Context: an optimization exercise on an open-source flow, tuned for small area, a short achievable clock period and few clock cycles per item. The choices shown serve that exercise and are no tape-out recipe.
Only simulation tests tie the RTL to the original design; equivalence was not proved.
Power and IR drop assume default switching activity.

==> design/flow/design.v <==
`default_nettype none
package tps_pkg;
  localparam int DUTY_BITS  = 10;
  localparam int TIME_BITS  = 32;
  localparam int FREQ_BITS  = 16;
  localparam int CFG_DUTY_W = 10;
  localparam int CFG_DATA_W = 16;
  localparam int DUTY_MAX   = (1 << DUTY_BITS) - 1;
  typedef logic [TIME_BITS-1:0] time_t;
  typedef logic [DUTY_BITS-1:0] duty_t;
  typedef logic [FREQ_BITS-1:0] freq_t;
  typedef logic [2:0]           pat_t;
  typedef logic [2:0]           pos_t;
  localparam pat_t PAT_NONE    = 3'd0;
  localparam pat_t PAT_WARNING = 3'd6;
  localparam pat_t PAT_ERROR   = 3'd7;
  typedef enum logic [2:0] {
    OP_TICK   = 3'd0,
    OP_START  = 3'd1,
    OP_CUSTOM = 3'd2,
    OP_STOP   = 3'd3,
    OP_ENABLE = 3'd4
  } op_e;
  typedef enum logic [1:0] {
    CFG_NORMAL_DUTY = 2'd0,
    CFG_STRONG_DUTY = 2'd1,
    CFG_WARN_REPEAT = 2'd2,
    CFG_ERR_REPEAT  = 2'd3
  } cfg_idx_e;
  typedef enum logic [1:0] {
    LVL_OFF    = 2'd0,
    LVL_NORMAL = 2'd1,
    LVL_STRONG = 2'd2
  } lvl_e;
  typedef struct packed {
    logic [CFG_DUTY_W-1:0] normal_duty;
    logic [CFG_DUTY_W-1:0] strong_duty;
    logic [15:0]           warning_repeat_ms;
    logic [15:0]           error_repeat_ms;
  } cfg_t;
  typedef struct packed {
    logic [2:0]  operation;
    time_t       now_ms;
    logic [3:0]  pattern_id;
    logic [15:0] custom_freq_hz;
    logic [15:0] custom_duty;
    logic [15:0] custom_length_ms;
    logic        enable_value;
  } in_item_t;
  typedef struct packed {
    logic  tone_on;
    freq_t tone_freq_hz;
    duty_t tone_duty;
    logic  busy;
  } res_t;
  typedef struct packed {
    freq_t      freq;
    logic [7:0] dur;
    lvl_e       level;
  } step_t;
endpackage
`default_nettype wire
`default_nettype none
import tps_pkg::*;
module tps_cfg_regs (
  input  wire logic                  clk_i,
  input  wire logic                  rst_ni,
  input  wire logic                  cfg_valid_i,
  output logic                       cfg_ready_o,
  input  wire logic [1:0]            cfg_index_i,
  input  wire logic [CFG_DATA_W-1:0] cfg_data_i,
  output tps_pkg::cfg_t              cfg_o,
  output logic                       warn_rep_nz_o,
  output logic                       err_rep_nz_o
);
  tps_pkg::cfg_t cfg_q;
  logic          wnz_q, enz_q;
  assign cfg_ready_o = 1'b1;
  always_ff @(posedge clk_i or negedge rst_ni) begin
    if (!rst_ni) begin
      cfg_q.normal_duty       <= CFG_DUTY_W'(512);
      cfg_q.strong_duty       <= CFG_DUTY_W'(1023);
      cfg_q.warning_repeat_ms <= 16'd2000;
      cfg_q.error_repeat_ms   <= 16'd1000;
      wnz_q                   <= 1'b1;
      enz_q                   <= 1'b1;
    end else if (cfg_valid_i) begin
      if (cfg_index_i == CFG_NORMAL_DUTY) cfg_q.normal_duty <= cfg_data_i[CFG_DUTY_W-1:0];
      if (cfg_index_i == CFG_STRONG_DUTY) cfg_q.strong_duty <= cfg_data_i[CFG_DUTY_W-1:0];
      if (cfg_index_i == CFG_WARN_REPEAT) begin
        cfg_q.warning_repeat_ms <= cfg_data_i[15:0];
        wnz_q                   <= (cfg_data_i[15:0] != '0);
      end
      if (cfg_index_i == CFG_ERR_REPEAT) begin
        cfg_q.error_repeat_ms <= cfg_data_i[15:0];
        enz_q                 <= (cfg_data_i[15:0] != '0);
      end
    end
  end
  assign cfg_o         = cfg_q;
  assign warn_rep_nz_o = wnz_q;
  assign err_rep_nz_o  = enz_q;
endmodule
`default_nettype wire
`default_nettype none
import tps_pkg::*;
module tps_core (
  input  wire logic                 clk_i,
  input  wire logic                 rst_ni,
  input  wire logic                 take_i,
  input  wire logic [2:0]           operation_i,
  input  wire logic [TIME_BITS-1:0] now_i,
  input  wire logic [3:0]           pattern_id_i,
  input  wire logic [15:0]          cust_freq_i,
  input  wire logic [15:0]          cust_duty_i,
  input  wire logic [15:0]          cust_len_i,
  input  wire logic                 enable_i,
  input  wire tps_pkg::cfg_t        cfg_i,
  input  wire logic                 wnz_i,
  input  wire logic                 enz_i,
  output logic                      tone_on_o,
  output logic [FREQ_BITS-1:0]      freq_o,
  output logic [DUTY_BITS-1:0]      duty_o,
  output logic                      busy_o
);
  localparam logic [4:0] EV_IDLE = 5'd0;
  localparam logic [4:0] EV_P1_1 = 5'd1;
  localparam logic [4:0] EV_P1_2 = 5'd2;
  localparam logic [4:0] EV_P1_3 = 5'd3;
  localparam logic [4:0] EV_P1_4 = 5'd4;
  localparam logic [4:0] EV_P2_1 = 5'd5;
  localparam logic [4:0] EV_P2_2 = 5'd6;
  localparam logic [4:0] EV_P2_3 = 5'd7;
  localparam logic [4:0] EV_P2_4 = 5'd8;
  localparam logic [4:0] EV_P3_1 = 5'd9;
  localparam logic [4:0] EV_P3_2 = 5'd10;
  localparam logic [4:0] EV_E     = 5'd11;
  localparam logic [4:0] EV_E6    = 5'd12;
  localparam logic [4:0] EV_R6    = 5'd13;
  localparam logic [4:0] EV_P7_1 = 5'd14;
  localparam logic [4:0] EV_P7_2 = 5'd15;
  localparam logic [4:0] EV_E7    = 5'd16;
  localparam logic [4:0] EV_R7    = 5'd17;
  function automatic tps_pkg::step_t ev_step(logic [4:0] ev);
    tps_pkg::step_t t;
    case (ev)
      EV_P1_1: t = {16'd0,    8'd30,  tps_pkg::LVL_OFF};
      EV_P1_2: t = {16'd1175, 8'd90,  tps_pkg::LVL_NORMAL};
      EV_P1_3: t = {16'd0,    8'd30,  tps_pkg::LVL_OFF};
      EV_P1_4: t = {16'd1568, 8'd120, tps_pkg::LVL_NORMAL};
      EV_P2_1: t = {16'd0,    8'd30,  tps_pkg::LVL_OFF};
      EV_P2_2: t = {16'd1175, 8'd90,  tps_pkg::LVL_NORMAL};
      EV_P2_3: t = {16'd0,    8'd30,  tps_pkg::LVL_OFF};
      EV_P2_4: t = {16'd880,  8'd120, tps_pkg::LVL_NORMAL};
      EV_P3_1: t = {16'd0,    8'd40,  tps_pkg::LVL_OFF};
      EV_P3_2: t = {16'd2093, 8'd80,  tps_pkg::LVL_NORMAL};
      EV_R6:   t = {16'd1175, 8'd60,  tps_pkg::LVL_NORMAL};
      EV_P7_1: t = {16'd0,    8'd100, tps_pkg::LVL_OFF};
      EV_P7_2: t = {16'd880,  8'd70,  tps_pkg::LVL_STRONG};
      EV_R7:   t = {16'd880,  8'd70,  tps_pkg::LVL_STRONG};
      default: t = {16'd0,    8'd0,   tps_pkg::LVL_OFF};
    endcase
    ev_step = t;
  endfunction
  function automatic logic [4:0] ev_after(logic [4:0] ev, logic wnz, logic enz);
    logic [4:0] n;
    case (ev)
      EV_P1_1: n = EV_P1_2;
      EV_P1_2: n = EV_P1_3;
      EV_P1_3: n = EV_P1_4;
      EV_P1_4: n = EV_E;
      EV_P2_1: n = EV_P2_2;
      EV_P2_2: n = EV_P2_3;
      EV_P2_3: n = EV_P2_4;
      EV_P2_4: n = EV_E;
      EV_P3_1: n = EV_P3_2;
      EV_P3_2: n = EV_E;
      EV_E6:   n = wnz ? EV_R6 : EV_IDLE;
      EV_R6:   n = wnz ? EV_E6 : EV_IDLE;
      EV_P7_1: n = EV_P7_2;
      EV_P7_2: n = EV_E7;
      EV_E7:   n = enz ? EV_R7 : EV_IDLE;
      EV_R7:   n = enz ? EV_P7_1 : EV_IDLE;
      default: n = EV_IDLE;
    endcase
    ev_after = n;
  endfunction
  function automatic logic [4:0] ev_start(tps_pkg::pat_t pat);
    logic [4:0] n;
    case (pat)
      3'd1:       n = EV_P1_1;
      3'd2:       n = EV_P2_1;
      3'd3:       n = EV_P3_1;
      3'd4, 3'd5: n = EV_E;
      3'd6:       n = EV_E6;
      3'd7:       n = EV_P7_1;
      default:    n = EV_IDLE;
    endcase
    ev_start = n;
  endfunction
  function automatic tps_pkg::step_t first_step(tps_pkg::pat_t pat);
    tps_pkg::step_t t;
    case (pat)
      3'd1:    t = {16'd880,  8'd90, tps_pkg::LVL_NORMAL};
      3'd2:    t = {16'd1568, 8'd90, tps_pkg::LVL_NORMAL};
      3'd3:    t = {16'd1568, 8'd60, tps_pkg::LVL_NORMAL};
      3'd4:    t = {16'd1175, 8'd60, tps_pkg::LVL_NORMAL};
      3'd5:    t = {16'd3000, 8'd25, tps_pkg::LVL_STRONG};
      3'd6:    t = {16'd1175, 8'd60, tps_pkg::LVL_NORMAL};
      3'd7:    t = {16'd880,  8'd70, tps_pkg::LVL_STRONG};
      default: t = {16'd0,    8'd0,  tps_pkg::LVL_OFF};
    endcase
    first_step = t;
  endfunction
  function automatic tps_pkg::time_t add_16(tps_pkg::time_t a, logic [15:0] b);
    logic [15:0] g, p, gg, pp, ng, np, c;
    logic [15:0] hp;
    int          lvl, i, k;
    g  = a[15:0] & b;
    p  = a[15:0] ^ b;
    gg = g;
    pp = p;
    for (lvl = 0; lvl < 4; lvl = lvl + 1) begin
      ng = gg;
      np = pp;
      for (i = 0; i < 16; i = i + 1) begin
        if (((i >> lvl) & 1) == 1) begin
          k = ((i >> lvl) << lvl) - 1;
          ng[i] = gg[i] | (pp[i] & gg[k]);
          np[i] = pp[i] & pp[k];
        end
      end
      gg = ng;
      pp = np;
    end
    c = {gg[14:0], 1'b0};
    hp[0] = 1'b1;
    for (i = 1; i < 16; i = i + 1) hp[i] = hp[i-1] & a[16+i-1];
    add_16 = {a[31:16] ^ (hp & {16{gg[15]}}), p ^ c};
  endfunction
  function automatic logic ge_32(tps_pkg::time_t a, tps_pkg::time_t b);
    logic [31:0] g, e;
    int          w, i;
    g = a & ~b;
    e = ~(a ^ b);
    for (w = 32; w > 1; w = w / 2) begin
      for (i = 0; i < w / 2; i = i + 1) begin
        g[i] = g[2*i+1] | (e[2*i+1] & g[2*i]);
        e[i] = e[2*i+1] & e[2*i];
      end
    end
    ge_32 = g[0] | e[0];
  endfunction
  logic           en_q, en_d;
  logic           cust_q, cust_d;
  logic           on_q, on_d;
  logic [4:0]     ev_q, ev_d;
  logic [6:0]     nd_q, nd_d;
  tps_pkg::time_t due_q, due_d;
  tps_pkg::time_t start_q, start_d;
  tps_pkg::freq_t freq_q, freq_d;
  tps_pkg::duty_t duty_q, duty_d;
  logic           is_wait, ends;
  logic [15:0]    rep;
  logic           ge;
  tps_pkg::time_t now_plus, next_rep;
  logic           cust_zero;
  tps_pkg::pat_t  new_pat;
  logic           op_tick, op_start, op_cust, op_stop, op_en;
  logic           t_begin;
  tps_pkg::step_t tstp, sstp;
  tps_pkg::freq_t tfreq, sfreq;
  tps_pkg::duty_t tduty, sduty, cduty;
  logic           ton, son;
  logic [7:0]     sdur;
  tps_pkg::step_t astp, bstp;
  tps_pkg::step_t dstp;
  assign op_tick  = (operation_i == OP_TICK);
  assign op_start = (operation_i == OP_START);
  assign op_cust  = (operation_i == OP_CUSTOM);
  assign op_stop  = (operation_i == OP_STOP);
  assign op_en    = (operation_i == OP_ENABLE);
  assign is_wait  = (ev_q == EV_R6) || (ev_q == EV_R7);
  assign ends     = ((ev_q == EV_R6) && !wnz_i) || ((ev_q == EV_R7) && !enz_i);
  assign rep      = ev_q[2] ? cfg_i.warning_repeat_ms : cfg_i.error_repeat_ms;
  assign next_rep = add_16(start_q, rep);
  assign cust_zero = (cust_freq_i == '0) || (cust_duty_i == '0) || (cust_len_i == '0);
  assign new_pat   = pattern_id_i[3] ? PAT_NONE : pattern_id_i[2:0];
  assign ge = ge_32(now_i, due_q);
  assign tstp    = ev_step(ev_q);
  assign astp    = ev_step(ev_after(ev_q, 1'b1, 1'b1));
  assign bstp    = ev_step(ev_start(pattern_id_i[2:0]));
  assign t_begin = (tstp.dur != '0) && !ends;
  assign tduty   = (tstp.level == tps_pkg::LVL_NORMAL) ? cfg_i.normal_duty :
                   (tstp.level == tps_pkg::LVL_STRONG) ? cfg_i.strong_duty : '0;
  assign ton     = (tstp.freq != '0) && (tduty != '0) && !ends;
  assign tfreq   = ton ? tstp.freq : '0;
  assign sstp  = first_step(new_pat);
  assign sduty = (sstp.level == tps_pkg::LVL_NORMAL) ? cfg_i.normal_duty :
                 (sstp.level == tps_pkg::LVL_STRONG) ? cfg_i.strong_duty : '0;
  assign son   = (sstp.freq != '0) && (sduty != '0);
  assign sfreq = son ? sstp.freq : '0;
  assign cduty = (|cust_duty_i[15:10]) ? 10'h3FF : cust_duty_i[9:0];
  assign dstp     = first_step(pattern_id_i[2:0]);
  assign sdur     = dstp.dur;
  assign now_plus = add_16(now_i, operation_i[1] ? cust_len_i :
                                  operation_i[0] ? 16'(sdur) : 16'(nd_q));
  always_comb begin
    en_d    = en_q;
    cust_d  = cust_q;
    on_d    = on_q;
    ev_d    = ev_q;
    nd_d    = nd_q;
    due_d   = due_q;
    start_d = start_q;
    freq_d  = freq_q;
    duty_d  = duty_q;
    if (take_i) begin
      if (op_tick) begin
        if (ends) ev_d = EV_IDLE;
        if (ge) begin
          cust_d = 1'b0;
          ev_d   = ev_after(ev_q, wnz_i, enz_i);
          nd_d   = astp.dur[6:0];
          on_d   = ton;
          freq_d = tfreq;
          duty_d = ton ? tduty : '0;
          due_d  = t_begin ? now_plus : next_rep;
        end
        if (is_wait) start_d = now_i;
      end
      if (op_start) begin
        due_d   = now_plus;
        start_d = now_i;
        if (en_q) begin
          cust_d = 1'b0;
          ev_d   = ev_start(new_pat);
          nd_d   = bstp.dur[6:0];
          on_d   = son;
          freq_d = sfreq;
          duty_d = son ? sduty : '0;
        end
      end
      if (op_cust) begin
        due_d = now_plus;
        if (en_q) begin
          ev_d   = EV_IDLE;
          cust_d = !cust_zero;
          on_d   = !cust_zero;
          freq_d = cust_zero ? '0 : cust_freq_i;
          duty_d = cust_zero ? '0 : cduty;
        end
      end
      if (op_stop || (op_en && !enable_i)) begin
        ev_d   = EV_IDLE;
        cust_d = 1'b0;
        on_d   = 1'b0;
        freq_d = '0;
        duty_d = '0;
      end
      if (op_en) en_d = enable_i;
    end
  end
  always_ff @(posedge clk_i or negedge rst_ni) begin
    if (!rst_ni) begin
      en_q   <= 1'b1;
      cust_q <= 1'b0;
      on_q   <= 1'b0;
      ev_q   <= EV_IDLE;
      freq_q <= '0;
      duty_q <= '0;
    end else begin
      en_q   <= en_d;
      cust_q <= cust_d;
      on_q   <= on_d;
      ev_q   <= ev_d;
      freq_q <= freq_d;
      duty_q <= duty_d;
    end
  end
  always_ff @(posedge clk_i) begin
    nd_q    <= nd_d;
    due_q   <= due_d;
    start_q <= start_d;
  end
  assign tone_on_o = on_q;
  assign freq_o    = freq_q;
  assign duty_o    = duty_q;
  assign busy_o    = cust_q || (ev_q != EV_IDLE && !ends);
endmodule
`default_nettype wire
`default_nettype none
import tps_pkg::*;
module tone_pattern_sequencer_top (
  input  wire logic                  clk_i,
  input  wire logic                  rst_ni,
  input  wire logic                  in_valid_i,
  output logic                       in_stall_o,
  input  wire logic [2:0]            operation_i,
  input  wire logic [TIME_BITS-1:0]  now_ms_i,
  input  wire logic [3:0]            pattern_id_i,
  input  wire logic [15:0]           custom_freq_hz_i,
  input  wire logic [15:0]           custom_duty_i,
  input  wire logic [15:0]           custom_length_ms_i,
  input  wire logic                  enable_value_i,
  output logic                       out_valid_o,
  input  wire logic                  out_stall_i,
  output logic                       tone_on_o,
  output logic [FREQ_BITS-1:0]       tone_freq_hz_o,
  output logic [DUTY_BITS-1:0]       tone_duty_o,
  output logic                       busy_res_o,
  input  wire logic                  cfg_valid_i,
  output logic                       cfg_ready_o,
  input  wire logic [1:0]            cfg_index_i,
  input  wire logic [CFG_DATA_W-1:0] cfg_data_i
);
  logic          out_vld_q;
  logic          take;
  tps_pkg::cfg_t cfg;
  logic          wnz, enz;
  assign in_stall_o = out_vld_q && out_stall_i;
  assign take       = in_valid_i && !in_stall_o;
  tps_cfg_regs u_cfg (
    .clk_i       (clk_i),
    .rst_ni      (rst_ni),
    .cfg_valid_i (cfg_valid_i),
    .cfg_ready_o (cfg_ready_o),
    .cfg_index_i (cfg_index_i),
    .cfg_data_i  (cfg_data_i),
    .cfg_o       (cfg),
    .warn_rep_nz_o (wnz),
    .err_rep_nz_o  (enz)
  );
  tps_core u_core (
    .clk_i        (clk_i),
    .rst_ni       (rst_ni),
    .take_i       (take),
    .operation_i  (operation_i),
    .now_i        (now_ms_i),
    .pattern_id_i (pattern_id_i),
    .cust_freq_i  (custom_freq_hz_i),
    .cust_duty_i  (custom_duty_i),
    .cust_len_i   (custom_length_ms_i),
    .enable_i     (enable_value_i),
    .cfg_i        (cfg),
    .wnz_i        (wnz),
    .enz_i        (enz),
    .tone_on_o    (tone_on_o),
    .freq_o       (tone_freq_hz_o),
    .duty_o       (tone_duty_o),
    .busy_o       (busy_res_o)
  );
  always_ff @(posedge clk_i or negedge rst_ni) begin
    if (!rst_ni) begin
      out_vld_q <= 1'b0;
    end else begin
      out_vld_q <= take || in_stall_o;
    end
  end
  assign out_valid_o = out_vld_q;
endmodule
`default_nettype wire
==> design/flow/flow/run.sh <==
#!/bin/bash
# The standard layout (the standard.sh, unchanged synthesis and steps),
# with the port buffers made from the smallest plain buffer cell.
export BUFFER_PORTS_ARGS="-buffer_cell sky130_fd_sc_hd__buf_1"
bash standard.sh > standard.log 2>&1
==> design/flow/standard.sh <==
#!/bin/bash
# synth_recipe.tcl (not shown) runs the flow's synth.tcl, then flattens the netlist and writes it again
# the make line also repeats each setting of config.mk as NAME=value (left out here)
make -C /OpenROAD-flow-scripts/flow DESIGN_CONFIG=/design/flow/config.mk WORK_HOME=/design/flow/orfs CLKGATE_MAP_FILE= SYNTH_SCRIPT=/design/flow/synth_recipe.tcl "${@:-finish}"
==> design/flow/config.mk <==
export PLATFORM = sky130hd
export DESIGN_NAME = tone_pattern_sequencer_top
export DESIGN_NICKNAME = tone_pattern_sequencer_top
export VERILOG_FILES = /design/flow/design.v
export SDC_FILE = /design/flow/constraint.sdc
export NUM_CORES = 4
export LEC_CHECK = 0
export CAP_MARGIN = 20
export CORE_MARGIN = 2
export CORE_UTILIZATION = 40
export SETUP_SLACK_MARGIN = 3.0
export SLEW_MARGIN = 20
export TNS_END_PERCENT = 5
==> design/flow/constraint.sdc <==
create_clock -name core_clock -period 5.5 [get_ports {clk_i}]
set_input_delay 1.1000 -clock core_clock [delete_from_list [all_inputs] [get_ports {clk_i}]]
set_output_delay 1.1000 -clock core_clock [all_outputs]
set_load 0.01 [all_outputs]
==> results of run 1 <==
## state kept, by name (all words and copies together) (netlist names)
signal / cells
out_vld_q: 1
u_cfg.cfg_q: 52
u_cfg.enz_q: 1
u_cfg.wnz_q: 1
u_core.cust_q: 1
u_core.due_q: 32
u_core.duty_q: 10
u_core.en_q: 1
u_core.ev_q: 5
u_core.freq_q: 16
u_core.nd_q: 7
u_core.on_q: 1
u_core.start_q: 32
## Yosys cell counts (all sizes together), types with 15 or more instances
| cell type | n | area share [%] |
|---|---|---|
| nand3 | 30 | 1.3 |
| edfxtp | 71 | 19 |
| xnor2 | 40 | 3.1 |
| a21o | 17 | 1.1 |
| inv | 54 | 1.8 |
| nand2 | 72 | 2.5 |
| nor2 | 64 | 2.2 |
| nor3 | 40 | 1.8 |
| mux2 | 73 | 7.4 |
| o21ai | 79 | 3.6 |
| mux2i | 25 | 2.2 |
| buf | 25 | 1.3 |
| dfstp | 26 | 6.1 |
| dfrtp | 63 | 14 |
| clkbuf | 32 | 1.1 |
| a21oi | 76 | 3.4 |
| ha | 75 | 8.4 |
| nor4 | 30 | 1.9 |
| nand2b | 15 | 0.87 |
## metal layers
metal	global-route usage [%]	up-vias	part of all wire [%]
li1	-	4501	-
met4	6.73	4	1.5
met3	4.65	44	6.4
met2	36.0	307	48
met1	29.0	4519	44
met5	0	-	0.099
## path summary, 6_finish.rpt
kind	from	endpoint	cells after the start	slack [ps]
worst min-delay path	u_core.duty_q[0]	u_core.duty_q[0]	2	470
min in group asynchronous	rst_ni	u_cfg.cfg_q[27]	1	740
worst max-delay path	pattern_id_i[2]	u_core.due_q[16]	17	1930
worst max register to register	u_core.ev_q[2]	u_core.due_q[29]	13	2110
max in group asynchronous	rst_ni	u_core.ev_q[2]	2	3710
worst min register to register	u_core.duty_q[0]	u_core.duty_q[0]	2	470
## report_power, final
part	internal (mW)	switching [mW]
Clock	0.621	0.598
Combinational	0.480	0.585
Sequential	1.44	0.107
## kinds of logic (layout without fill, tap and decap cells)
kind of cell | count (synthesis) | after routing | share of synthesized area, %
and+or+nand+nor | 340 | 340 | 16.4
AOI/OAI and AO/OA | 282 | 282 | 16.5
DFF | 160 | 160 | 39.5
buffers and inverters | 111 | 278 | 4.16
muxes | 98 | 98 | 9.64
adders and majority gates | 83 | 83 | 9.87
xor gates and xnor gates | 50 | 50 | 3.94
other | 1 | 7 | 0.0337
## critical path: stages
cell and delay [ps]:
sky130_fd_sc_hd__buf_12 120, sky130_fd_sc_hd__nand2b_4 130, sky130_fd_sc_hd__nor2_1 50, sky130_fd_sc_hd__a21oi_2 120, sky130_fd_sc_hd__nand2_1 90, sky130_fd_sc_hd__o21ai_1 80, sky130_fd_sc_hd__nor2_1 60, sky130_fd_sc_hd__a21oi_2 120
sky130_fd_sc_hd__fa_2 250, sky130_fd_sc_hd__nor2b_4 50, sky130_fd_sc_hd__o31a_1 280, sky130_fd_sc_hd__o21ai_2 210, sky130_fd_sc_hd__a31oi_4 160, sky130_fd_sc_hd__a31o_4 280, sky130_fd_sc_hd__a21o_1 150, sky130_fd_sc_hd__ha_1 260
sky130_fd_sc_hd__mux2_4 260
## final cells by class
type | count | area [sq um] | share of cell area, %
flip-flops and latches | 160 | 4400 | 32.6
clock buffers | 17 | 425 | 3.15
repair buffers | 192 | 1060 | 7.83
diodes | 6 | 15.0 | 0.111
inverters | 54 | 203 | 1.50
clock inverters | 15 | 186 | 1.38
well taps | 378 | 473 | 3.51
multi-input cells | 854 | 6730 | 49.9
## cell usage in the layout, fill, tap and decap left out, types with 39 or more instances in the layout
cell	n
sky130_fd_sc_hd__buf_1	118
sky130_fd_sc_hd__edfxtp_1	71
sky130_fd_sc_hd__nand2_1	67
sky130_fd_sc_hd__nor2_1	60
sky130_fd_sc_hd__xnor2_1	39
sky130_fd_sc_hd__ha_1	64
sky130_fd_sc_hd__buf_4	42
sky130_fd_sc_hd__o21ai_0	63
sky130_fd_sc_hd__dfrtp_1	60
sky130_fd_sc_hd__inv_1	53
sky130_fd_sc_hd__a21oi_1	70
sky130_fd_sc_hd__mux2_2	72
## what timing repair did
item,4_1_cts,5_1_grt
cloned,0,0
setup endpoints to repair,138,138
pin swaps,14,19
gates resized for setup,52,55
setup buffers,17,17
==> summary.log, run 1 <==
INFO  timing         final.setup_skew=17.8ps
INFO  run_status     run_status=complete, no violations
INFO  global_route   grt_util_all_layers=21.9%
INFO  die            dieArea=29,200squm
INFO  routing        firstDrtPassIters=5
INFO  min_path       hp-class=register to register
INFO  routing        initialDrtViolationCount=647
INFO  routing        route.vias.total=9,375
INFO  routing        remaining_drc_errors=0
INFO  logic_synthesis post_synth_instance_area=11,100squm
INFO  die            top_level_ports=142
INFO  timing         final_worst_slack=1930ps
INFO  timing         final_period_minus_worst_setup_slack=3570ps
INFO  placed_design  dp_hpwl=23,100microns
INFO  timing         tightest_slew=950ps
INFO  layout         post_route_cells_drive_above_1_share=21.7%
INFO  clocking       numCtsBuffers=17
INFO  setup_path     worst_endpoint_required_time=5700ps
INFO  layout         syn2layout_area_growth=21.2%
INFO  placed_design  io_buffer_count=140
INFO  layout         finalCoreUtilization=48.9%
INFO  logic_synthesis synth_enable_flop_cells=71
INFO  logic_synthesis synth_sequential_area_ratio=39.5%
INFO  setup_path     worstPathArrival=3770ps
INFO  placed_design  dp_slack=724ps
INFO  timing         clock.fmax=0.280GHz
INFO  die            placementRows=61
INFO  placed_design  placedInstanceArea=12,100squm
INFO  job            maxCapViolations=0
INFO  timing         timing.max_slew.rel_slack=36.2%
INFO  logic_synthesis synth_top_flop_cell=sky130_fd_sc_hd__edfxtp_1
INFO  timing         rsz0062_at_grt=true
INFO  clocking       tritoncts=yes
INFO  die            start_util=40.4%
INFO  routing        wire_per_inst=18.7microns
INFO  logic_synthesis yosys_register_bits=160
INFO  placed_design  gp_routability_congestion=0.867
INFO  timing         layout_worst_path_cycle_share=65.0%
INFO  timing         setup-tns-final=0ps
INFO  clocking       ctsHtreeMaxLevel=4
INFO  die            floorplan.die.width=171microns
INFO  layout         fill_cells=2,523
INFO  global_route   grt_max_degree=51
INFO  setup_path     critical_path_class=input pin to register
INFO  setup_path     start_kind=input pin
INFO  logic_synthesis synth_warnings=3
INFO  clocking       ctsLongestPathBuffers=2
INFO  die            fp.dieH=171microns
INFO  clocking       postCtsHoldBufs=0
INFO  timing         drv_slew=0
INFO  routing        antenna_violating_nets_post_route=0
INFO  global_route   number_of_global_route_vias_before_repair=9,190
INFO  logic_synthesis synth_async_sr_flop_share=55.6%
INFO  global_route   grt.overflow.total=0
INFO  timing         setup_viol=0
INFO  power_and_ir_drop power.ir.vdd_worst=0.157mV
INFO  die            core=27,600squm
INFO  logic_synthesis synth.avg_cell_area=9.89squm
INFO  timing         hold_viol=0
INFO  logic_synthesis synth_fp_nets=1,319
INFO  global_route   antenna_found_initial=8
INFO  layout         fin_nets=1,473
INFO  routing        postRouteWirelength=31,300microns
INFO  logic_synthesis post_synth_inst_count=1,125
INFO  logic_synthesis synth_cell_type_count=79
INFO  layout         layout.cell_area.non_filler=13,500squm
INFO  placed_design  dp.cells=1,603
INFO  layout         final_cell_count_no_fill=1,676
INFO  global_route   grt_pass1_wl=49,600microns
INFO  power_and_ir_drop p_leak=5.32nW
INFO  setup_path     critical_path.endpoint_type=register
INFO  power_and_ir_drop fin_total_pwr=3.83mW
INFO  clocking       clock_latency=440ps
INFO  clocking       clock_tree.root_cell=sky130_fd_sc_hd__clkbuf_16
INFO  clocking       clock_sinks=160
INFO  power_and_ir_drop power_density=284nW/um^2
INFO  routing        viasPerCell=5.59
INFO  setup_path     timing.critical_path.fanout_max=8
INFO  clocking       clk_transition_reported_paths=80ps
INFO  timing         hold-worst-slack=474ps
Testbench counts, summed over its fixed seeds: cycles 8,008, items 8,000.
==> run 2: changes to the inputs <==
--- a/design/flow/config.mk
+++ b/design/flow/config.mk
@@ -8,6 +8,7 @@
 export CAP_MARGIN = 20
 export CORE_MARGIN = 2
 export CORE_UTILIZATION = 40
+export CTS_BUF_LIST = sky130_fd_sc_hd__clkbuf_8
 export SETUP_SLACK_MARGIN = 3.0
 export SLEW_MARGIN = 20
 export TNS_END_PERCENT = 5
==> run 2 against run 1 <==
Against the previous run: sequential cell count did not move; critical endpoint unchanged; register-to-register slack about the same; critical path depth fell by 3; die area did not move.
==> summary.log, run 2 <==
INFO  run_status     run_status=complete, no violations
INFO  placed_design  io_buffer_count=140 [unchanged]
INFO  logic_synthesis post_synth_inst_count=1,125 [unchanged]
INFO  layout         top_register=u_cfg.cfg_q
INFO  setup_path     cp_slowest_cell=sky130_fd_sc_hd__or3_4
INFO  global_route   antenna_found_initial=8 [unchanged]
INFO  setup_path     path_cells=buf_12, xnor2_4, a21oi_2, nand2_1, o21ai_0, o21ai_0, ha_1, or3_4, o21ai_2, a31oi_4, a31o_4, a21o_1, ha_1, mux2_4
INFO  clocking       ctsLongestPathBuffers=2 [unchanged]
INFO  power_and_ir_drop p_leak=5.24nW [-1.4%]
INFO  routing        initialDrtViolationCount=728 [+13%]
INFO  setup_path     cp_slowest_stage_delay=410ps [+130 ps]
INFO  routing        firstDrtPassIters=5 [unchanged]
INFO  logic_synthesis post_synth_instance_area=11,100squm [unchanged]
INFO  layout         layout_commonest_cell=sky130_fd_sc_hd__buf_1
INFO  logic_synthesis synth-compound-area-share=16.5% [unchanged]
INFO  routing        route.vias.total=9,416 [+0.44%]
INFO  clocking       ctsHtreeMaxLevel=4 [unchanged]
INFO  logic_synthesis synth_cell_type_count=79 [unchanged]
INFO  logic_synthesis yosys_register_bits=160 [unchanged]
INFO  routing        postRouteWirelength=32,000microns [+2.3%]
INFO  logic_synthesis synth_sequential_area_ratio=39.5% [unchanged]
INFO  layout         largest_reg_flops=52 [unchanged]
INFO  min_path       hp-class=register to register
INFO  logic_synthesis yosys.area.top_type=sky130_fd_sc_hd__edfxtp_1
INFO  die            core=27,600squm [unchanged]
INFO  clocking       tritoncts=yes
INFO  clocking       clock_latency=470ps [+30 ps]
INFO  logic_synthesis synth_xor_area_share=3.94% [unchanged]
INFO  layout         final-seq-area=4400squm [unchanged]
INFO  logic_synthesis synth_top_area_share=19.2% [unchanged]
INFO  layout         final_cell_mix=sky130_fd_sc_hd__buf_1, sky130_fd_sc_hd__mux2_2, sky130_fd_sc_hd__edfxtp_1
INFO  logic_synthesis synth_enable_flop_cells=71 [unchanged]
INFO  logic_synthesis synth_top_flop_cell=sky130_fd_sc_hd__edfxtp_1
INFO  die            fp.dieH=171microns [unchanged]
INFO  global_route   number_of_global_route_vias_before_repair=9,150 [-0.44%]
INFO  layout         area_of_the_multi_input_gates=6780squm [+0.76%]
INFO  timing         setup-tns-final=0ps [unchanged]
INFO  routing        antenna_violating_nets_post_route=0 [unchanged]
INFO  layout         fill_cells=2,555 [+1.3%]
INFO  power_and_ir_drop power.ir.vdd_worst=0.132mV [-16%]
INFO  routing        wire_per_inst=19.2microns [+2.6%]
INFO  die            placementRows=61 [unchanged]
INFO  power_and_ir_drop power_density=266nW/um^2 [-6.3%]
INFO  timing         rsz0062_at_grt=true
INFO  layout         finalCoreUtilization=48.3% [-0.63 points]
INFO  timing         drv_slew=0 [unchanged]
INFO  setup_path     worst_endpoint_required_time=5740ps [+40 ps]
INFO  routing        remaining_drc_errors=0 [unchanged]
INFO  timing         setup_viol=0 [unchanged]
INFO  die            dieArea=29,200squm [unchanged]
INFO  timing         hold_viol=0 [unchanged]
INFO  clocking       numCtsBuffers=17 [unchanged]
INFO  logic_synthesis synth_simple_gate_area_share=16.4% [unchanged]
INFO  logic_synthesis synth.area.mux_share=9.64% [unchanged]
INFO  placed_design  gp_routability_congestion=0.867 [unchanged]
INFO  timing         tightest_slew=945ps [-4.56 ps]
INFO  logic_synthesis synth_fp_nets=1,319 [unchanged]
INFO  placed_design  placedInstanceArea=12,100squm [unchanged]
INFO  job            maxCapViolations=0 [unchanged]
INFO  die            top_level_ports=142 [unchanged]
INFO  die            start_util=40.4% [unchanged]
INFO  layout         layout.cell_area.non_filler=13,300squm [-1.3%]
INFO  timing         layout_worst_path_cycle_share=64.7% [-0.29 points]
INFO  setup_path     start_kind=input pin
INFO  die            floorplan.die.width=171microns [unchanged]
INFO  logic_synthesis main_combinational_cell_family_by_area_after_synthesis=compound AO/OA/AOI/OAI gates
INFO  routing        viasPerCell=5.63 [+0.74%]
INFO  logic_synthesis yosysMostFrequentCell=sky130_fd_sc_hd__a21oi_1
INFO  logic_synthesis synth.avg_cell_area=9.89squm [unchanged]
INFO  setup_path     critical_path_class=input pin to register
INFO  clocking       clk_transition_reported_paths=110ps [+30 ps]
INFO  logic_synthesis synth-adder-area-share=9.87% [unchanged]
INFO  clocking       clock_sinks=160 [unchanged]
INFO  timing         clock.fmax=0.281GHz [+0.44%]
INFO  clocking       clock_tree.root_cell=sky130_fd_sc_hd__clkbuf_8
INFO  setup_path     dominant_delay_contributor_by_cell_family_on_the_critical_path=compound AO/OA/AOI/OAI gates
INFO  placed_design  dp.cells=1,603 [unchanged]
INFO  global_route   grt_util_all_layers=21.7% [-0.23 points]
INFO  setup_path     timing.critical_path.fanout_max=8 [unchanged]
INFO  global_route   grt_max_degree=51 [unchanged]
INFO  layout         fin_nets=1,469 [-0.27%]
INFO  layout         final_cell_count_no_fill=1,671 [-0.30%]
INFO  setup_path     worstPathArrival=3790ps [+20 ps]
INFO  timing         final_period_minus_worst_setup_slack=3560ps [-15.8 ps]
INFO  layout         syn2layout_area_growth=19.6%
INFO  logic_synthesis ys_top_cells_by_count=sky130_fd_sc_hd__a21oi_1, sky130_fd_sc_hd__ha_1, sky130_fd_sc_hd__mux2_2
INFO  layout         largest_regs=u_cfg.cfg_q (52), u_core.due_q (32), u_core.start_q (32)
INFO  logic_synthesis synth_warnings=3 [unchanged]
INFO  logic_synthesis yosys-top-cells-area=sky130_fd_sc_hd__edfxtp_1, sky130_fd_sc_hd__dfrtp_1, sky130_fd_sc_hd__ha_1, sky130_fd_sc_hd__mux2_2, sky130_fd_sc_hd__dfstp_2
INFO  logic_synthesis synth_async_sr_flop_share=55.6% [unchanged]
INFO  global_route   grt_pass1_wl=49,100microns [-0.85%]
INFO  setup_path     critPathBufInv=1 [unchanged]
INFO  timing         final.setup_skew=20.8ps [+3.04 ps]
INFO  placed_design  dp_hpwl=23,100microns [unchanged]
INFO  setup_path     critical_path.endpoint_type=register
INFO  layout         post_route_cells_drive_above_1_share=21.6% [-0.17 points]
INFO  global_route   grt.overflow.total=0 [unchanged]
INFO  timing         timing.max_slew.rel_slack=36.8% [+0.60 points]
-- run 2: cell count changes in the layout (fill, tap and decap cells not counted), moves of 3 or more --
| cell | before | now |
|---|---|---|
| sky130_fd_sc_hd__clkbuf_16 | 17 | 0 |
| sky130_fd_sc_hd__clkbuf_8 | 0 | 17 |
| sky130_fd_sc_hd__buf_12 | 3 | 7 |
| sky130_fd_sc_hd__buf_2 | 4 | 0 |
| sky130_fd_sc_hd__buf_4 | 42 | 38 |
| sky130_fd_sc_hd__buf_6 | 8 | 5 |
| sky130_fd_sc_hd__buf_8 | 4 | 1 |
-- run 2: logic make-up (layout without fill, tap and decap cells) --
family,Yosys count,after routing
simple gates,340,340
compound gates,282,284
other cells,1,6
fa+ha+maj,83,83
buf+inv,111,272
xor+xnor,50,50
mux,98,98
flops,160,160
-- run 2: power breakdown --
part           total, mW  internal, mW  switching, mW
clock network      0.915         0.354          0.561
registers           1.55          1.44          0.108
logic               1.08         0.483          0.597
total               3.55          2.28           1.27
-- run 2: layer usage --
metal | share of wire (%) | GRT usage, %
met5 | 0.14 | 0
met4 | 1.6 | 5.72
met3 | 6.1 | 4.77
met2 | 48 | 35.7
met1 | 44 | 28.9
-- run 2: worst register-to-register path: stages, from the launching register on --
cell and delay [ps]:
sky130_fd_sc_hd__dfrtp_4 550, sky130_fd_sc_hd__buf_4 180, sky130_fd_sc_hd__mux2_2 280, sky130_fd_sc_hd__ha_1 340
sky130_fd_sc_hd__o21a_1 200, sky130_fd_sc_hd__o31a_1 130, sky130_fd_sc_hd__o21ai_1 320, sky130_fd_sc_hd__a21oi_2 130
sky130_fd_sc_hd__nor3_4 350, sky130_fd_sc_hd__buf_4 260, sky130_fd_sc_hd__nor4_2 80, sky130_fd_sc_hd__xnor2_1 210
sky130_fd_sc_hd__mux2i_1 100
-- run 2: final timing paths --
| check | slack [ps] | depth (start not counted) | end | startpoint |
|---|---|---|---|---|
| max | 1940 | 14 | u_core.due_q[16] | pattern_id_i[2] |
| min | 480 | 2 | u_core.duty_q[1] | u_core.duty_q[1] |
| max reg2reg | 2120 | 12 | u_core.due_q[26] | u_core.ev_q[2] |
| min reg2reg | 480 | 2 | u_core.duty_q[1] | u_core.duty_q[1] |
| max in group asynchronous | 3730 | 2 | u_core.ev_q[2] | rst_ni |
| min in group asynchronous | 700 | 1 | u_cfg.cfg_q[27] | rst_ni |
-- run 2: per-stage QoR --
stage / hold WS, ps / total power [mW] / setup WS, ps
CTS: 495 / 3.51 / 2020
finish: 483 / 3.55 / 1940
global placement: 453 / 2.54 / 809
global route: 521 / 3.75 / 1860
detailed placement: 469 / 2.56 / 724
floorplan: 444 / 2.25 / 1570
-- run 2: repair_timing --
item / CTS / global route
hold buffers: 0 / 0
cloned: 0 / 2
endpoints found under the setup margin: 138 / 138
pin swaps: 14 / 18
resized for setup: 53 / 53
setup buffers: 13 / 15
-- run 2: area by class of cell --
| type | instances | area share, % |
|---|---|---|
| Antenna cell | 5 | 0.0940 |
| Clock buffer | 17 | 1.76 |
| Clock inverter | 15 | 1.40 |
| Inverter | 54 | 1.52 |
| Multi-Input combinational cell | 856 | 50.9 |
| Sequential cell | 160 | 33.0 |
| Tap cell | 378 | 3.55 |
| Timing Repair Buffer | 186 | 7.70 |
==> run 3: changes to the inputs <==
--- a/design/flow/config.mk
+++ b/design/flow/config.mk
@@ -7,7 +7,7 @@
 export LEC_CHECK = 0
 export CAP_MARGIN = 20
 export CORE_MARGIN = 2
-export CORE_UTILIZATION = 40
+export CORE_UTILIZATION = 55
 export CTS_BUF_LIST = sky130_fd_sc_hd__clkbuf_8
 export SETUP_SLACK_MARGIN = 3.0
 export SLEW_MARGIN = 20
==> run 3 against run 2 <==
Against the previous run: synthesized cell count did not move; via count rose by 0.69%; sequential cell count is the same; clock skew is 0.61 ps higher; largest power group unchanged; final cell count down 5.9%; highest routed layer is now met4; sequential power about the same; die area is 27% lower; register-to-register slack got worse by 50 ps; first-iteration DRC count is 8.1% lower; non-clock buffer count increased by 15; final area shrank 1.5%; combinational power about the same.
==> summary.log, run 3 <==
INFO  routing        antenna_violating_nets_post_route=0 [unchanged]
INFO  timing         setup-tns-final=0ps [unchanged]
INFO  setup_path     critical_path.endpoint_type=register
INFO  setup_path     path_cells=buf_12, nand2b_4, nor2_2, a21oi_2, nand2_2, o21ai_2, nor2_1, a21oi_2, fa_2, nor2b_4, o31a_1, o21ai_4, a31oi_4, buf_6, a21oi_4, buf_12, nor4_4, xnor2_1, mux2i_1
INFO  logic_synthesis synth_warnings=3 [unchanged]
INFO  global_route   number_of_global_route_vias_before_repair=9,211 [+0.67%]
INFO  clocking       numCtsBuffers=17 [unchanged]
INFO  die            core=20,000squm [-27%]
INFO  layout         syn2layout_area_growth=17.8%
INFO  logic_synthesis synth_async_sr_flop_share=55.6% [unchanged]
INFO  timing         tightest_slew=916ps [-29.9 ps]
INFO  layout         fill_cells=1,693 [-34%]
INFO  timing         layout_worst_path_cycle_share=64.6% [-0.11 points]
INFO  timing         final_period_minus_worst_setup_slack=3550ps [-5.81 ps]
INFO  clocking       ctsLongestPathBuffers=2 [unchanged]
INFO  clocking       clock_latency=480ps [about the same]
INFO  timing         hold_viol=0 [unchanged]
INFO  clocking       clk_transition_reported_paths=90ps [-20 ps]
INFO  die            top_level_ports=142 [unchanged]
INFO  routing        wire_per_inst=19.5microns [+1.8%]
INFO  timing         hold-worst-slack=475ps [-8.66 ps]
INFO  placed_design  io_buffer_count=140 [unchanged]
INFO  logic_synthesis synth_fp_nets=1,319 [unchanged]
INFO  timing         timing.max_slew.rel_slack=38.8% [+2.0 points]
INFO  setup_path     cp_slowest_cell=sky130_fd_sc_hd__fa_2
INFO  timing         setup_viol=0 [unchanged]
INFO  routing        viasPerCell=6.03 [+7.0%]
INFO  setup_path     critPathBufInv=3 [+2]
INFO  power_and_ir_drop power.ir.vdd_worst=0.162mV [+23%]
INFO  setup_path     worstPathArrival=3760ps [-30 ps]
INFO  job            maxCapViolations=0 [unchanged]
INFO  power_and_ir_drop power_density=270nW/um^2 [+1.4%]
INFO  clocking       ctsHtreeMaxLevel=4 [unchanged]
INFO  clocking       postCtsHoldBufs=0 [unchanged]
INFO  timing         final.setup_skew=21.4ps [+0.611 ps]
INFO  logic_synthesis post_synth_instance_area=11,100squm [unchanged]
INFO  logic_synthesis synth.avg_cell_area=9.89squm [unchanged]
INFO  layout         top_register=u_cfg.cfg_q
INFO  placed_design  gp_routability_congestion=0.926 [+6.8%]
INFO  power_and_ir_drop p_leak=5.25nW [+0.14%]
INFO  min_path       timing.hold.worst_path_depth=2 [unchanged]
INFO  logic_synthesis yosys.area.top_type=sky130_fd_sc_hd__edfxtp_1
INFO  layout         layout.cell_area.non_filler=13,100squm [-1.5%]
INFO  setup_path     reg2regPathDepth=11 [-1]
INFO  clocking       clock_sinks=160 [unchanged]
INFO  placed_design  dp_hpwl=22,300microns [-3.4%]
INFO  global_route   grt_util_all_layers=29.2% [+7.6 points]
INFO  die            fp.dieH=146microns [-14%]
INFO  run_status     run_status=complete, no violations
INFO  layout         post_route_cells_drive_above_1_share=20.9% [-0.69 points]
INFO  timing         clock.fmax=0.281GHz [+0.16%]
INFO  logic_synthesis post_synth_inst_count=1,125 [unchanged]
INFO  timing         drv_slew=0 [unchanged]
INFO  global_route   grt_pass1_wl=49,300microns [+0.28%]
INFO  setup_path     dominant_delay_contributor_by_cell_family_on_the_critical_path=simple AND/OR/NAND/NOR gates
INFO  die            start_util=55.5% [+15 points]
INFO  power_and_ir_drop fin_total_pwr=3.54mW [-0.14%]
INFO  global_route   antenna_found_initial=1 [-7]
INFO  timing         rsz0062_at_grt=true
INFO  routing        route.vias.total=9,481 [+0.69%]
INFO  logic_synthesis synth_top_area_share=19.2% [unchanged]
INFO  routing        firstDrtPassIters=5 [unchanged]
INFO  setup_path     timing.critical_path.fanout_max=6 [-2]
INFO  die            floorplan.die.width=146microns [-14%]
INFO  layout         fin_nets=1,483 [+0.95%]
INFO  clocking       clock_tree.root_cell=sky130_fd_sc_hd__clkbuf_8
INFO  setup_path     cp_slowest_stage_delay=370ps [-40 ps]
INFO  layout         final_cell_mix=sky130_fd_sc_hd__buf_1, sky130_fd_sc_hd__mux2_2, sky130_fd_sc_hd__a21oi_1
INFO  routing        remaining_drc_errors=0 [unchanged]
INFO  layout         layout_commonest_cell=sky130_fd_sc_hd__buf_1
INFO  setup_path     critical_path_class=input pin to register
INFO  logic_synthesis synth_cell_type_count=79 [unchanged]
INFO  layout         final-seq-area=4400squm [unchanged]
INFO  logic_synthesis synth_enable_flop_cells=71 [unchanged]
INFO  setup_path     worst_endpoint_required_time=5700ps [-40 ps]
INFO  global_route   grt.overflow.total=0 [unchanged]
INFO  layout         area_of_the_multi_input_gates=6630squm [-2.2%]
INFO  layout         largest_regs=u_cfg.cfg_q (52), u_core.due_q (32), u_core.start_q (32)
INFO  routing        initialDrtViolationCount=669 [-8.1%]
INFO  logic_synthesis yosys_register_bits=160 [unchanged]
INFO  routing        postRouteWirelength=30,700microns [-4.2%]
INFO  die            dieArea=21,400squm [-27%]
INFO  setup_path     crit_cells=19 [+5]
INFO  clocking       tritoncts=yes
INFO  placed_design  dp.cells=1,493 [-6.9%]
INFO  layout         largest_reg_flops=52 [unchanged]
INFO  logic_synthesis yosys-top-cells-area=sky130_fd_sc_hd__edfxtp_1, sky130_fd_sc_hd__dfrtp_1, sky130_fd_sc_hd__ha_1, sky130_fd_sc_hd__mux2_2, sky130_fd_sc_hd__dfstp_2
INFO  global_route   grt_max_degree=48 [-5.9%]
INFO  logic_synthesis ys_top_cells_by_count=sky130_fd_sc_hd__a21oi_1, sky130_fd_sc_hd__ha_1, sky130_fd_sc_hd__mux2_2
INFO  placed_design  placedInstanceArea=12,000squm [-1.2%]
INFO  min_path       hp-class=register to register
INFO  die            placementRows=52 [-15%]
INFO  setup_path     start_kind=input pin
INFO  logic_synthesis synth_sequential_area_ratio=39.5% [unchanged]
INFO  layout         final_cell_count_no_fill=1,573 [-5.9%]
INFO  logic_synthesis synth_top_flop_cell=sky130_fd_sc_hd__edfxtp_1
INFO  logic_synthesis yosysMostFrequentCell=sky130_fd_sc_hd__a21oi_1
## run 3: cell counts after synthesis
Identical to the previous run, type by type.
## run 3: stage by stage
stage | util (%) | setup WS (ps)
2_1_floorplan | - | 1570
3_3_place_gp | 59.8 | 787
3_5_place_dp | 59.8 | 712
4_1_cts | 64.4 | 2040
5_1_grt | 65.4 | 1820
6_report | 65.4 | 1950
## run 3: logic make-up after synthesis
logic type	synth area share [%]
buf+inv	4.16
xor+xnor	3.94
flops	39.5
simple gates	16.4
fa+ha+maj	9.87
other cells	0.0337
mux	9.64
compound gates	16.5
## run 3: layout make-up
| class | count | area share (%) |
|---|---|---|
| multi-input combinational | 855 | 50.6 |
| sequential | 160 | 33.5 |
| timing repair buffer | 201 | 8.56 |
| tap | 270 | 2.58 |
| clock buffer | 17 | 1.78 |
| inverter | 54 | 1.55 |
| clock inverter | 15 | 1.40 |
| antenna | 1 | 0.0191 |
## run 3: metal layers
metal	wire length [microns]	track usage, %	vias to the layer above
li1	-	-	4507
met1	13300	39.7	4589
met2	14500	47.4	330
met3	2020	5.47	55
met4	903	10.3	0
met5	0	0	-
## run 3: worst paths after layout
check / startpoint / to / slack [ps]
max reg2reg: u_core.ev_q[0] / u_core.due_q[31] / 2070
min in group asynchronous: rst_ni / u_cfg.cfg_q[4] / 630
min reg2reg: u_core.duty_q[0] / u_core.duty_q[0] / 470
min: u_core.duty_q[0] / u_core.duty_q[0] / 470
max in group asynchronous: rst_ni / u_cfg.cfg_q[39] / 3840
max: pattern_id_i[2] / u_core.due_q[28] / 1950
## run 3: worst reg2reg max path: stages, from the launching register on
cell	delay [ps]
sky130_fd_sc_hd__dfrtp_1	580
sky130_fd_sc_hd__inv_1	150
sky130_fd_sc_hd__ha_1	360
sky130_fd_sc_hd__or4b_1	470
sky130_fd_sc_hd__o22ai_1	170
sky130_fd_sc_hd__nand2_1	70
sky130_fd_sc_hd__a21oi_1	350
sky130_fd_sc_hd__o22a_4	540
sky130_fd_sc_hd__buf_4	310
sky130_fd_sc_hd__nand2_1	70
sky130_fd_sc_hd__a21o_1	150
sky130_fd_sc_hd__o211ai_1	70
## run 3: timing repair
action / in CTS / in global routing
endpoints found under the setup margin: 138 / 106
gates resized for setup: 54 / 26
pin swaps: 17 / 17
gates cloned: 2 / 0
buffers inserted: 34 / 10
## run 3: power by group
group | total [mW] | switching, mW | internal, mW | leakage, nW
sequential | 1.55 | 0.105 | 1.44 | 1.72
clock | 0.924 | 0.569 | 0.355 | 0.209
combinational | 1.07 | 0.588 | 0.480 | 3.32
==> run 4: changes to the inputs <==
--- a/design/flow/config.mk
+++ b/design/flow/config.mk
@@ -7,8 +7,8 @@
 export LEC_CHECK = 0
 export CAP_MARGIN = 20
 export CORE_MARGIN = 2
-export CORE_UTILIZATION = 55
+export CORE_UTILIZATION = 50
 export CTS_BUF_LIST = sky130_fd_sc_hd__clkbuf_8
-export SETUP_SLACK_MARGIN = 3.0
+export SETUP_SLACK_MARGIN = 3.3
 export SLEW_MARGIN = 20
 export TNS_END_PERCENT = 5
==> run 4 against run 3 <==
Against the previous run: sequential power about the same; largest cell class unchanged; highest routed layer is now met5; sequential share of layout area is essentially flat; sequential cell count is the same; die area rose by 9.7%.
==> summary.log, run 4 <==
INFO  run_status     run_status=complete, no violations
INFO  routing        antenna_violating_nets_post_route=0 [unchanged]
INFO  routing        firstDrtPassIters=5 [unchanged]
INFO  clocking       postCtsHoldBufs=0 [unchanged]
INFO  timing         setup-tns-final=0ps [unchanged]
INFO  layout         largest_regs=u_cfg.cfg_q (52), u_core.due_q (32), u_core.start_q (32)
INFO  logic_synthesis post_synth_inst_count=1,125 [unchanged]
INFO  logic_synthesis synth.area.mux_share=9.64% [unchanged]
INFO  logic_synthesis synth_warnings=3 [unchanged]
INFO  global_route   grt_pass1_wl=48,600microns [-1.3%]
INFO  layout         largest_reg_flops=52 [unchanged]
INFO  logic_synthesis synth_enable_flop_cells=71 [unchanged]
INFO  routing        wire_per_inst=19.6microns [+0.63%]
INFO  timing         hold-worst-slack=471ps [-3.76 ps]
INFO  routing        initialDrtViolationCount=640 [-4.3%]
INFO  power_and_ir_drop power_density=267nW/um^2 [-1.0%]
INFO  setup_path     critical_path_class=input pin to register
INFO  logic_synthesis synth-compound-area-share=16.5% [unchanged]
INFO  job            maxCapViolations=0 [unchanged]
INFO  logic_synthesis post_synth_instance_area=11,100squm [unchanged]
INFO  global_route   grt.overflow.total=0 [unchanged]
INFO  logic_synthesis synth_async_sr_flop_share=55.6% [unchanged]
INFO  clocking       clock_sinks=160 [unchanged]
INFO  timing         tightest_slew=957ps [+41.1 ps]
INFO  die            fp.dieH=153microns [+4.7%]
INFO  die            floorplan.die.width=153microns [+4.7%]
INFO  die            placementRows=54 [+3.8%]
INFO  routing        route.vias.total=9,363 [-1.2%]
INFO  layout         fin_nets=1,472 [-0.74%]
INFO  layout         final_cell_mix=sky130_fd_sc_hd__buf_1, sky130_fd_sc_hd__mux2_2, sky130_fd_sc_hd__edfxtp_1
INFO  min_path       hp-class=register to register
INFO  setup_path     start_kind=input pin
INFO  placed_design  io_buffer_count=140 [unchanged]
INFO  logic_synthesis synth_top_flop_cell=sky130_fd_sc_hd__edfxtp_1
INFO  global_route   grt_max_degree=55 [+15%]
INFO  power_and_ir_drop fin_total_pwr=3.51mW [-0.90%]
INFO  layout         top_register=u_cfg.cfg_q
INFO  clocking       clock_tree.root_cell=sky130_fd_sc_hd__clkbuf_8
INFO  die            core=21,800squm [+8.9%]
INFO  logic_synthesis yosys.area.top_type=sky130_fd_sc_hd__edfxtp_1
INFO  timing         drv_slew=0 [unchanged]
INFO  die            start_util=51.0% [-4.5 points]
INFO  timing         final.setup_skew=19.0ps [-2.36 ps]
INFO  logic_synthesis main_combinational_cell_family_by_area_after_synthesis=compound AO/OA/AOI/OAI gates
INFO  clocking       numCtsBuffers=17 [unchanged]
INFO  clocking       ctsLongestPathBuffers=2 [unchanged]
INFO  logic_synthesis synth_xor_area_share=3.94% [unchanged]
INFO  timing         hold_viol=0 [unchanged]
INFO  timing         rsz0062_at_grt=true
INFO  setup_path     worstPathArrival=3810ps [+50 ps]
INFO  setup_path     setup_slack_reg_to_reg=2070ps [about the same]
INFO  logic_synthesis synth.avg_cell_area=9.89squm [unchanged]
INFO  setup_path     rr_endpoint=u_core.due_q[16]
INFO  clocking       tritoncts=yes
INFO  layout         syn2layout_area_growth=18.0%
INFO  routing        remaining_drc_errors=0 [unchanged]
INFO  logic_synthesis ys_top_cells_by_count=sky130_fd_sc_hd__a21oi_1, sky130_fd_sc_hd__ha_1, sky130_fd_sc_hd__mux2_2
INFO  timing         final_period_minus_worst_setup_slack=3580ps [+26.9 ps]
INFO  timing         timing.max_slew.rel_slack=36.0% [-2.8 points]
INFO  layout         layout_commonest_cell=sky130_fd_sc_hd__buf_1
INFO  placed_design  gp_routability_congestion=0.912 [-1.5%]
INFO  setup_path     timing.critical_path.fanout_max=8 [+2]
INFO  power_and_ir_drop power.ir.vdd_worst=0.155mV [-4.2%]
INFO  timing         layout_worst_path_cycle_share=65.1% [+0.49 points]
INFO  logic_synthesis yosysMostFrequentCell=sky130_fd_sc_hd__a21oi_1
INFO  logic_synthesis synth-adder-area-share=9.87% [unchanged]
INFO  logic_synthesis synth_top_area_share=19.2% [unchanged]
INFO  global_route   antenna_found_initial=3 [+2]
INFO  setup_path     worst_endpoint_required_time=5730ps [+30 ps]
INFO  logic_synthesis synth_cell_type_count=79 [unchanged]
INFO  placed_design  dp_slack=713ps [+0.697 ps]
INFO  timing         clock.fmax=0.279GHz [-0.75%]
INFO  placed_design  dp_hpwl=22,900microns [+2.5%]
INFO  die            dieArea=23,500squm [+9.7%]
INFO  setup_path     worstSetupEndpoint=u_core.due_q[16]
INFO  setup_path     critical_path.startpoint=pattern_id_i[1]
INFO  setup_path     reg2regPathDepth=11 [unchanged]
INFO  logic_synthesis synth_simple_gate_area_share=16.4% [unchanged]
INFO  routing        postRouteWirelength=30,900microns [+0.56%]
INFO  logic_synthesis synth_sequential_area_ratio=39.5% [unchanged]
INFO  global_route   grt_util_all_layers=26.1% [-3.1 points]
INFO  logic_synthesis yosys_register_bits=160 [unchanged]
INFO  logic_synthesis yosys-top-cells-area=sky130_fd_sc_hd__edfxtp_1, sky130_fd_sc_hd__dfrtp_1, sky130_fd_sc_hd__ha_1, sky130_fd_sc_hd__mux2_2, sky130_fd_sc_hd__dfstp_2
INFO  power_and_ir_drop p_leak=5.22nW [-0.68%]
INFO  logic_synthesis synth_fp_nets=1,319 [unchanged]
INFO  clocking       ctsHtreeMaxLevel=4 [unchanged]
INFO  timing         setup_viol=0 [unchanged]
INFO  global_route   number_of_global_route_vias_before_repair=8,922 [-3.1%]
INFO  clocking       clock_latency=480ps [about the same]
INFO  routing        viasPerCell=5.96 [-1.2%]
INFO  die            top_level_ports=142 [unchanged]
INFO  clocking       clk_transition_reported_paths=100ps [about the same]
INFO  layout         post_route_cells_drive_above_1_share=21.2% [+0.33 points]
INFO  setup_path     critical_path.reg2reg.startpoint=u_core.ev_q[2]
INFO  setup_path     critical_path.endpoint_type=register
INFO  timing         final_worst_slack=1920ps [-26.9 ps]
-- run 4: cell counts after synthesis --
Identical to the previous run, type by type.
-- run 4: how the worst min path moves through the flow --
| stage | startpoint | end | cells past startpoint |
|---|---|---|---|
| 2_1_floorplan | u_core.cust_q | u_core.cust_q | 1 |
| 3_3_place_gp | u_core.duty_q[0] | u_core.duty_q[0] | 2 |
| 3_5_place_dp | u_core.duty_q[0] | u_core.duty_q[0] | 2 |
| 4_1_cts | u_core.duty_q[0] | u_core.duty_q[0] | 2 |
| 5_1_grt | u_core.duty_q[0] | u_core.duty_q[0] | 2 |
| 6_report | u_core.duty_q[0] | u_core.duty_q[0] | 2 |
-- run 4: timing repair --
| item | 4_1_cts | 5_1_grt |
|---|---|---|
| endpoints found under the setup margin | 139 | 160 |
| pin swaps | 10 | 25 |
| setup buffers | 11 | 18 |
| gates resized for setup | 40 | 74 |
| cloned | 0 | 2 |
-- run 4: kinds of logic (layout without fill, tap and decap cells) --
group | after synthesis | in the layout
muxes | 98 | 98
and+or+nand+nor | 340 | 340
xor gates and xnor gates | 50 | 50
adders and majority gates | 83 | 83
DFF | 160 | 160
other | 1 | 2
AOI/OAI and AO/OA | 282 | 283
buffers and inverters | 111 | 276
-- run 4: cell type report --
| type | instances | area [sq um] |
|---|---|---|
| fillers | 1897 | 8700 |
| flip-flops and latches | 160 | 4400 |
| inverters | 54 | 203 |
| diodes | 1 | 2.50 |
| repair buffers | 190 | 1030 |
| multi-input cells | 855 | 6730 |
| clock inverters | 15 | 175 |
| well taps | 280 | 350 |
| clock buffers | 17 | 234 |
-- run 4: worst max-delay path, cell delays in order --
cell and delay (ps):
sky130_fd_sc_hd__buf_12 120, sky130_fd_sc_hd__xnor2_4 140, sky130_fd_sc_hd__a21oi_2 150, sky130_fd_sc_hd__nand2_1 90
sky130_fd_sc_hd__o21ai_0 120, sky130_fd_sc_hd__o21ai_0 130, sky130_fd_sc_hd__ha_1 210, sky130_fd_sc_hd__or3_4 420
sky130_fd_sc_hd__o21ai_2 230, sky130_fd_sc_hd__a31oi_4 160, sky130_fd_sc_hd__a31o_4 250, sky130_fd_sc_hd__a21o_1 150
sky130_fd_sc_hd__ha_1 260, sky130_fd_sc_hd__mux2_2 260
-- run 4: layer usage --
| layer | wire length (microns) | global-route usage [%] |
|---|---|---|
| met1 | 14200 | 36.9 |
| met2 | 14400 | 41.9 |
| met3 | 1690 | 4.88 |
| met4 | 484 | 5.73 |
| met5 | 26 | 0 |
-- run 4: power by group --
| part | leakage, nW | total (mW) | internal (mW) | switching, mW |
|---|---|---|---|---|
| combinational | 3.29 | 1.07 | 0.480 | 0.585 |
| sequential | 1.72 | 1.55 | 1.44 | 0.106 |
| clock | 0.202 | 0.895 | 0.344 | 0.551 |
-- run 4: per-stage QoR --
stage               instance area, sq um  cells  utilization, %
finish                             13100   1572            60.1
global route                       13100   1571            60.1
global placement                   12000   1508            55.1
CTS                                12700   1551            58.0
detailed placement                 12000   1508            55.1
floorplan                          11300   1125               -
==> run 5: changes to the inputs <==
--- a/design/flow/config.mk
+++ b/design/flow/config.mk
@@ -9,6 +9,6 @@
 export CORE_MARGIN = 2
 export CORE_UTILIZATION = 50
 export CTS_BUF_LIST = sky130_fd_sc_hd__clkbuf_8
-export SETUP_SLACK_MARGIN = 3.3
+export SETUP_SLACK_MARGIN = 2.5
 export SLEW_MARGIN = 20
 export TNS_END_PERCENT = 5
==> run 5 against run 4 <==
Against the previous run: critical path depth is 2 higher; non-clock buffer count is 1 lower; critical endpoint unchanged; global-route usage stayed put; wire length is 0.12% lower; clock power hardly changed; sequential share of layout area is 0.13 points higher.
==> summary.log, run 5 <==
INFO  layout         post_route_cells_drive_above_1_share=20.9% [-0.35 points]
INFO  power_and_ir_drop cell_internal_power=2.26mW [about the same]
INFO  routing        initialDrtViolationCount=581 [-9.2%]
INFO  logic_synthesis synth_fp_nets=1,319 [unchanged]
INFO  routing        route.vias.total=9,337 [-0.28%]
INFO  timing         clock.fmax=0.280GHz [+0.12%]
INFO  routing        postRouteWirelength=30,800microns [-0.12%]
INFO  routing        antenna_violating_nets_post_route=0 [unchanged]
INFO  job            maxCapViolations=0 [unchanged]
INFO  routing        wire_per_inst=19.6microns [about the same]
INFO  power_and_ir_drop power.ir.vdd_worst=0.156mV [+0.50%]
INFO  timing         final.setup_skew=19.3ps [+0.253 ps]
INFO  timing         drv_slew=0 [unchanged]
INFO  timing         layout_worst_path_cycle_share=65.0% [-0.080 points]
INFO  layout         largest_reg_flops=52 [unchanged]
INFO  layout         fin_nets=1,470 [-0.14%]
INFO  die            floorplan.die.width=153microns [unchanged]
INFO  global_route   grt_max_degree=55 [unchanged]
INFO  setup_path     critPathBufInv=3 [+2]
INFO  timing         timing.max_slew.rel_slack=36.0% [about the same]
INFO  logic_synthesis synth_sequential_area_ratio=39.5% [unchanged]
INFO  timing         rsz0062_at_grt=true
INFO  die            top_level_ports=142 [unchanged]
INFO  placed_design  dp.cells=1,508 [unchanged]
INFO  clocking       ctsLongestPathBuffers=2 [unchanged]
INFO  run_status     run_status=complete, no violations
INFO  logic_synthesis synth_warnings=3 [unchanged]
INFO  layout         largest_regs=u_cfg.cfg_q (52), u_core.due_q (32), u_core.start_q (32)
INFO  setup_path     critical_path.endpoint_type=register
INFO  layout         final_cell_mix=sky130_fd_sc_hd__buf_1, sky130_fd_sc_hd__mux2_2, sky130_fd_sc_hd__edfxtp_1
INFO  layout         finalCoreUtilization=59.9% [-0.24 points]
INFO  layout         layout_commonest_cell=sky130_fd_sc_hd__buf_1
INFO  die            dieArea=23,500squm [unchanged]
INFO  clocking       clock_tree.root_cell=sky130_fd_sc_hd__clkbuf_8
INFO  placed_design  io_buffer_count=140 [unchanged]
INFO  layout         top_register=u_cfg.cfg_q
INFO  placed_design  placedInstanceArea=12,000squm [unchanged]
INFO  timing         hold-worst-slack=470ps [-0.436 ps]
INFO  min_path       hp-class=register to register
INFO  logic_synthesis synth.area.mux_share=9.64% [unchanged]
INFO  die            start_util=51.0% [unchanged]
INFO  layout         syn2layout_area_growth=17.5%
INFO  power_and_ir_drop clock_power_share=25.5% [about the same]
INFO  setup_path     start_kind=input pin
INFO  logic_synthesis synth_enable_flop_cells=71 [unchanged]
INFO  clocking       postCtsHoldBufs=0 [unchanged]
INFO  logic_synthesis main_combinational_cell_family_by_area_after_synthesis=compound AO/OA/AOI/OAI gates
INFO  logic_synthesis yosys_register_bits=160 [unchanged]
INFO  setup_path     cp_slowest_cell=sky130_fd_sc_hd__fa_2
INFO  power_and_ir_drop netSwitchingFraction=35.4% [-0.052 points]
INFO  clocking       clock_sinks=160 [unchanged]
INFO  logic_synthesis synth_cell_type_count=79 [unchanged]
INFO  logic_synthesis yosysMostFrequentCell=sky130_fd_sc_hd__a21oi_1
INFO  logic_synthesis ys_top_cells_by_count=sky130_fd_sc_hd__a21oi_1, sky130_fd_sc_hd__ha_1, sky130_fd_sc_hd__mux2_2
INFO  logic_synthesis synth_xor_area_share=3.94% [unchanged]
INFO  power_and_ir_drop seqPwrFrac=44.2% [about the same]
INFO  power_and_ir_drop fin_total_pwr=3.50mW [-0.14%]
INFO  timing         final_worst_slack=1920ps [+4.40 ps]
INFO  setup_path     timing.critical_path.fanout_max=8 [unchanged]
INFO  global_route   number_of_global_route_vias_before_repair=8,924 [+0.022%]
INFO  logic_synthesis yosys-top-cells-area=sky130_fd_sc_hd__edfxtp_1, sky130_fd_sc_hd__dfrtp_1, sky130_fd_sc_hd__ha_1, sky130_fd_sc_hd__mux2_2, sky130_fd_sc_hd__dfstp_2
INFO  setup_path     worstPathArrival=3800ps [about the same]
INFO  routing        firstDrtPassIters=4 [-1]
INFO  global_route   grt_pass1_wl=48,600microns [unchanged]
INFO  logic_synthesis synth_async_sr_flop_share=55.6% [unchanged]
INFO  clocking       clk_transition_reported_paths=100ps [about the same]
INFO  clocking       clock_latency=480ps [about the same]
INFO  timing         final_period_minus_worst_setup_slack=3580ps [-4.40 ps]
INFO  clocking       tritoncts=yes
INFO  placed_design  dp_slack=713ps [unchanged]
INFO  layout         final_cell_count_no_fill=1,570 [-0.13%]
## run 5: final timing paths
check	end	start	cells past startpoint
max	u_core.due_q[16]	pattern_id_i[1]	16
min	u_core.duty_q[0]	u_core.duty_q[0]	2
max reg2reg	u_core.due_q[16]	u_core.ev_q[2]	11
min reg2reg	u_core.duty_q[0]	u_core.duty_q[0]	2
max in group asynchronous	u_core.en_q	rst_ni	2
min in group asynchronous	u_cfg.cfg_q[21]	rst_ni	1
## run 5: worst reg2reg max path: stages, from the launching register on
cell,delay (ps)
sky130_fd_sc_hd__dfrtp_4,490
sky130_fd_sc_hd__buf_4,180
sky130_fd_sc_hd__mux2_2,400
sky130_fd_sc_hd__ha_1,230
sky130_fd_sc_hd__or3_1,400
sky130_fd_sc_hd__o21ai_0,300
sky130_fd_sc_hd__a21oi_1,130
sky130_fd_sc_hd__nor3_2,160
sky130_fd_sc_hd__buf_4,240
sky130_fd_sc_hd__inv_1,70
sky130_fd_sc_hd__ha_1,310
sky130_fd_sc_hd__mux2_2,270
## run 5: cell type report
type / count / area, sq um
antenna: 1 / 2.50
multi-input combinational: 854 / 6690
fill: 1905 / 8750
clock inverter: 15 / 175
inverter: 54 / 203
clock buffer: 17 / 234
sequential: 160 / 4400
tap: 280 / 350
timing repair buffer: 189 / 1020
## run 5: timing repair
item	in CTS	in global routing
hold endpoints to repair	0	0
pin swaps	10	18
setup endpoints to repair	104	104
cloned	0	1
setup buffers	11	17
resized for setup	39	69
## run 5: cell families (layout without fill, tap and decap cells)
logic type,count (synthesis),count (layout)
multiplexers,98,98
AND/OR/NAND/NOR,340,340
other,1,2
flip-flops,160,160
buffers and inverters,111,275
XOR/XNOR,50,50
AO/OA/AOI/OAI,282,282
adder cells (fa/ha/maj),83,83
## run 5: layer usage
layer,vias up,global-route usage [%],routed length (microns)
met3,33,4.88,1830
li1,4491,-,-
met2,298,41.9,14400
met5,-,0,26
met1,4511,36.9,14100
met4,4,5.73,418
## run 5: power by group through the flow
stage | registers [mW] | clock network, mW | logic [mW]
after floorplan | 1.55 | 0 | 0.692
after global placement | 1.57 | 0 | 0.983
after detailed placement | 1.57 | 0 | 0.995
after CTS | 1.55 | 0.912 | 1.02
after global routing | 1.57 | 0.956 | 1.18
final | 1.55 | 0.892 | 1.06

re-timing with driven ports:
No port has a modelled driver above. Below, the same layouts with a new extraction and two added sets of constraints. Step 1, drivers: a clkbuf_16 drives clk_i and a buf_2 each remaining input, both assumed. Step 2 also shifts input and output timing later by t, the mid clock arrival at the registers, as if the neighbouring blocks saw the same clock. Slacks: no drivers / after step 1 / after step 2; pairs: no drivers / after step 1.
run | t, ns | setup slack, ns
run 1 | 0.480 | 1.926 / 1.891 / 1.411
run 2 | 0.502 | 1.942 / 1.901 / 1.398
run 3 | 0.516 | 1.947 / 1.919 / 1.403
run 4 | 0.516 | 1.921 / 1.869 / 1.353
run 5 | 0.517 | 1.925 / 1.880 / 1.363
After both steps setup and hold are still met in every run listed.
